This design comes from an exercise in tuning for small area, a short achievable clock period and few clock cycles on the open sky130 flow, not from production work. Power and IR drop assume default switching activity.

==> flow/design.v <==
module rab_inv_range_ctrl #(
   parameter int unsigned AW               = 32,
   parameter int unsigned N_SLICES         = 16,
   parameter int unsigned L2_N_SETS        = 32,
   parameter int unsigned L2_N_SET_ENTRIES = 32,
   parameter int unsigned PG_BITS          = 12
) (
   input  logic                                              Clk_CI,
   input  logic                                              Rst_RI,
   input  logic [AW-1:0]                                     AwAddr_DI,
   input  logic                                              AwValid_SI,
   output logic                                              AwReady_SO,
   input  logic [AW-1:0]                                     WData_DI,
   input  logic                                              WValid_SI,
   output logic                                              WReady_SO,
   output logic [1:0]                                        BResp_DO,
   output logic                                              BValid_SO,
   input  logic                                              BReady_SI,
   input  logic [N_SLICES*AW-1:0]                            L1First_DI,
   input  logic [N_SLICES*AW-1:0]                            L1Last_DI,
   output logic [N_SLICES-1:0]                               L1Inv_SO,
   output logic [$clog2(L2_N_SETS*L2_N_SET_ENTRIES)-1:0]     L2Addr_DO,
   output logic                                              L2Rd_SO,
   input  logic [AW-PG_BITS-1:0]                             L2RdVpn_DI,
   input  logic                                              L2RdValid_DI,
   output logic                                              L2ClrValid_SO,
   output logic                                              Busy_SO
);
   localparam int unsigned N_ENTRIES = L2_N_SETS * L2_N_SET_ENTRIES;
   localparam int unsigned IW        = $clog2(N_ENTRIES);
   localparam logic [IW-1:0] SWEEP_FIRST = '0;
   localparam logic [IW-1:0] SWEEP_LAST  = IW'(1) << (IW-1);
   function automatic logic [IW-1:0] nxt(input logic [IW-1:0] s);
      nxt = {s[IW-2:0], s[IW-1] ^ s[6] ^ (s[IW-2:0] == '0)};
   endfunction
   function automatic logic [IW-1:0] prv(input logic [IW-1:0] s);
      prv = {s[0] ^ s[7] ^ (s[IW-1:1] == '0), s[IW-1:1]};
   endfunction
   logic              aw_held_q, w_held_q;    
   logic              a10_q, a18_q;           
   logic [AW-1:0]     wdata_q;                
   logic [AW-1:0]     lo_q;
   localparam int unsigned NG = AW / 8;       
   logic [NG-1:0]     lt1_q, eq1_q;           
   logic [NG-1:0]     gt2_q, eq2_q;           
   logic              busy_q;                 
   logic              chk_q;                  
   logic [N_SLICES+1:0] l1_q;                 
   logic              ov_q;                   
   logic              l2_q;                   
   logic              resp_q;                 
   logic              err_q;                  
   logic [IW-1:0]     ra_q;                   
   logic              rdp_q;                  
   logic              p2_q;                   
   logic              vv_q;                   
   logic              hq_q;                   
   logic              dn_q;                   
   logic              idle, exec, aw_rdy, w_rdy, b_fire;
   logic              rd, hit, start_l1, le, ge, l2_end;
   logic [AW-1:0]     x1, x2;
   logic [IW-1:0]     ca;
   logic              unused_addr;
   assign unused_addr = ^AwAddr_DI[AW-1:8];
   assign idle   = !busy_q;
   assign exec   = idle && aw_held_q && w_held_q;
   assign aw_rdy = !Rst_RI && idle && !aw_held_q;
   assign w_rdy  = !Rst_RI && idle && !w_held_q;
   assign b_fire = resp_q && BReady_SI;
   always_comb begin
      x1 = idle ? lo_q : '0;
      x2 = '0;
      if (rdp_q) begin
         x1 = x1 | {L2RdVpn_DI, {PG_BITS{1'b0}}};
         x2 = x2 | {L2RdVpn_DI, {PG_BITS{1'b1}}};
      end
      for (int unsigned i = 0; i < N_SLICES; i++) begin
         x1 = x1 | (L1First_DI[i*AW +: AW] & {AW{l1_q[i]}});
         x2 = x2 | (L1Last_DI[i*AW +: AW]  & {AW{l1_q[i]}});
      end
   end
   always_comb begin
      le = 1'b1;
      ge = 1'b1;
      for (int unsigned g = 0; g < NG; g++) begin
         le = lt1_q[g] || (eq1_q[g] && le);
         ge = gt2_q[g] || (eq2_q[g] && ge);
      end
   end
   assign start_l1 = chk_q && le;                 
   assign rd       = l2_q && !hq_q && !dn_q;
   assign hit      = p2_q && vv_q && le && ge;
   assign l2_end   = l2_q && dn_q && !rdp_q && !hit;
   always_comb begin
      ca = prv(ra_q);
      if (rdp_q) ca = prv(ca);
      if (p2_q)  ca = prv(ca);
   end
   assign AwReady_SO    = aw_rdy;
   assign WReady_SO     = w_rdy;
   assign BValid_SO     = resp_q;
   assign BResp_DO      = {err_q, 1'b0};
   assign Busy_SO       = busy_q;
   assign L1Inv_SO      = l1_q[N_SLICES+1:2] & {N_SLICES{ov_q}};
   assign L2Rd_SO       = rd;
   assign L2ClrValid_SO = hq_q;
   assign L2Addr_DO     = hq_q ? ca : ra_q;
   always_ff @(posedge Clk_CI or posedge Rst_RI) begin
      if (Rst_RI) begin
         aw_held_q <= 1'b0;
         w_held_q  <= 1'b0;
         lo_q      <= '0;
         busy_q    <= 1'b0;
         chk_q     <= 1'b0;
         l1_q      <= '0;
         l2_q      <= 1'b0;
         resp_q    <= 1'b0;
         err_q     <= 1'b0;
         ra_q      <= SWEEP_FIRST;
         rdp_q     <= 1'b0;
         p2_q      <= 1'b0;
         hq_q      <= 1'b0;
         dn_q      <= 1'b0;
      end else begin
         if (exec) begin
            aw_held_q <= 1'b0;
            w_held_q  <= 1'b0;
            busy_q    <= 1'b1;
            err_q     <= 1'b0;
            chk_q     <= a18_q;
            resp_q    <= !a18_q;
            if (a10_q) lo_q <= wdata_q;
         end else begin
            if (AwValid_SI && aw_rdy) aw_held_q <= 1'b1;
            if (WValid_SI && w_rdy)   w_held_q  <= 1'b1;
            if (b_fire) begin
               busy_q <= 1'b0;
               resp_q <= 1'b0;
            end
            if (chk_q) begin
               chk_q  <= 1'b0;
               err_q  <= !le;
               resp_q <= !le;
            end
            if (l2_end) resp_q <= 1'b1;
         end
         l1_q  <= {l1_q[N_SLICES:0], start_l1};
         rdp_q <= rd;
         p2_q  <= rdp_q;
         hq_q  <= hit;
         if (rd) ra_q <= nxt(ra_q);
         if (l1_q[N_SLICES-2]) l2_q <= 1'b1;
         else if (l2_end)      l2_q <= 1'b0;
         dn_q  <= l2_q && (dn_q || (rd && ra_q == SWEEP_LAST));
      end
   end
   always_ff @(posedge Clk_CI) begin
      for (int unsigned g = 0; g < NG; g++) begin
         lt1_q[g] <= x1[g*8 +: 8] <  wdata_q[g*8 +: 8];
         eq1_q[g] <= x1[g*8 +: 8] == wdata_q[g*8 +: 8];
         gt2_q[g] <= x2[g*8 +: 8] >  lo_q[g*8 +: 8];
         eq2_q[g] <= x2[g*8 +: 8] == lo_q[g*8 +: 8];
      end
      vv_q <= L2RdValid_DI;
      ov_q <= le && ge;
      if (AwValid_SI && aw_rdy) begin
         a10_q <= (AwAddr_DI[7:0] == 8'h10);
         a18_q <= (AwAddr_DI[7:0] == 8'h18);
      end
      if (WValid_SI && w_rdy) wdata_q <= WData_DI;
   end
endmodule
export LEC_CHECK = 0
export ABC_CLOCK_PERIOD_IN_PS = 3000
export CAP_MARGIN = 20
export CORE_AREA = 5 5 395 395
export DIE_AREA = 0 0 400 400
export SETUP_SLACK_MARGIN = 4
export SLEW_MARGIN = 20
create_clock -name core_clock -period 7.0 [get_ports {Clk_CI}]
standard.sh (not shown) runs the stock make flow with config.mk's settings and CLKGATE_MAP_FILE= SYNTH_SCRIPT=/design/flow/synth_recipe.tcl, a recipe that flattens the netlist after the stock synthesis.
==> flow/flow/run.sh <==
#!/bin/bash
# Standard layout, with the port buffers made from the smallest buffer cell.
set -euo pipefail
export BUFFER_PORTS_ARGS="-buffer_cell sky130_fd_sc_hd__buf_1"
bash standard.sh > standard.log 2>&1
Rerun with:
--- a/flow/design.v
+++ b/flow/design.v
@@ -40,11 +40,8 @@
    logic              a10_q, a18_q;           
    logic [AW-1:0]     wdata_q;                
    logic [AW-1:0]     lo_q;
-   localparam int unsigned NG = AW / 8;       
-   logic [NG-1:0]     lt1_q, eq1_q;           
-   logic [NG-1:0]     gt2_q, eq2_q;           
+   logic [AW-1:0]     x1_q, x2_q;             
    logic              busy_q;                 
-   logic              chk_q;                  
    logic [N_SLICES+1:0] l1_q;                 
    logic              ov_q;                   
    logic              l2_q;                   
@@ -79,15 +76,9 @@
          x2 = x2 | (L1Last_DI[i*AW +: AW]  & {AW{l1_q[i]}});
       end
    end
-   always_comb begin
-      le = 1'b1;
-      ge = 1'b1;
-      for (int unsigned g = 0; g < NG; g++) begin
-         le = lt1_q[g] || (eq1_q[g] && le);
-         ge = gt2_q[g] || (eq2_q[g] && ge);
-      end
-   end
-   assign start_l1 = chk_q && le;                 
+   assign le = (x1_q <= wdata_q);
+   assign ge = (x2_q >= lo_q);
+   assign start_l1 = exec && a18_q && le;         
    assign rd       = l2_q && !hq_q && !dn_q;
    assign hit      = p2_q && vv_q && le && ge;
    assign l2_end   = l2_q && dn_q && !rdp_q && !hit;
@@ -111,7 +102,6 @@
          w_held_q  <= 1'b0;
          lo_q      <= '0;
          busy_q    <= 1'b0;
-         chk_q     <= 1'b0;
          l1_q      <= '0;
          l2_q      <= 1'b0;
          resp_q    <= 1'b0;
@@ -126,9 +116,8 @@
             aw_held_q <= 1'b0;
             w_held_q  <= 1'b0;
             busy_q    <= 1'b1;
-            err_q     <= 1'b0;
-            chk_q     <= a18_q;
-            resp_q    <= !a18_q;
+            err_q     <= a18_q && !le;
+            resp_q    <= !start_l1;
             if (a10_q) lo_q <= wdata_q;
          end else begin
             if (AwValid_SI && aw_rdy) aw_held_q <= 1'b1;
@@ -136,11 +125,6 @@
             if (b_fire) begin
                busy_q <= 1'b0;
                resp_q <= 1'b0;
-            end
-            if (chk_q) begin
-               chk_q  <= 1'b0;
-               err_q  <= !le;
-               resp_q <= !le;
             end
             if (l2_end) resp_q <= 1'b1;
          end
@@ -155,12 +139,8 @@
       end
    end
    always_ff @(posedge Clk_CI) begin
-      for (int unsigned g = 0; g < NG; g++) begin
-         lt1_q[g] <= x1[g*8 +: 8] <  wdata_q[g*8 +: 8];
-         eq1_q[g] <= x1[g*8 +: 8] == wdata_q[g*8 +: 8];
-         gt2_q[g] <= x2[g*8 +: 8] >  lo_q[g*8 +: 8];
-         eq2_q[g] <= x2[g*8 +: 8] == lo_q[g*8 +: 8];
-      end
+      x1_q <= x1;
+      x2_q <= x2;
       vv_q <= L2RdValid_DI;
       ov_q <= le && ge;
       if (AwValid_SI && aw_rdy) begin
Synthesized cell count climbs by a few percent.
Sequential share of layout area went up by 5.4 points.
First-iteration DRC count came out higher by a little under a tenth.
Critical path depth drops by 1.
Via count drops by a few percent.
Fmax is higher by a few percent.
Cell count shrinks slightly.
Non-clock buffer count is lower by 94.
Routed wire length goes down by about a fifth.
Combinational power decreases by well over a third.
Cell area falls by a few percent.
Area after synthesis came out higher by a little under a tenth.
Flip-flop and latch count rose by 47.
Global-route usage is lower by 3.6 points.
No run of this note included a check of the RTL's function; only the layout flow was run.

## what the ideal ports hide
The results above use ideal ports. As a check the final layouts listed here were re-extracted and re-timed, cells and wires unchanged.
Step 1 assumes that a clkbuf_16 drives the clock port and a buf_2 every other input.
Step 2 moves the port delays by t, midway between the first and last clock arrival at a register: inputs arrive t later, outputs are due t later. That takes back most of the time a late clock gives input paths.
a / b / c = no drivers / after step 1 / after step 2; a / b = the first two.
run | t (ns) | slack for setup (ns) | worst setup path after step 2
the first run | 0.575 | 2.519 / 2.453 / 2.317 | input to register
the second run | 0.566 | 2.615 / 2.548 / 3.114 | register to output
After both steps every run listed still meets setup and hold. For the first run, which loses most, drivers alone change the setup slack by -0.066 ns; drivers and shift together by -0.202 ns.
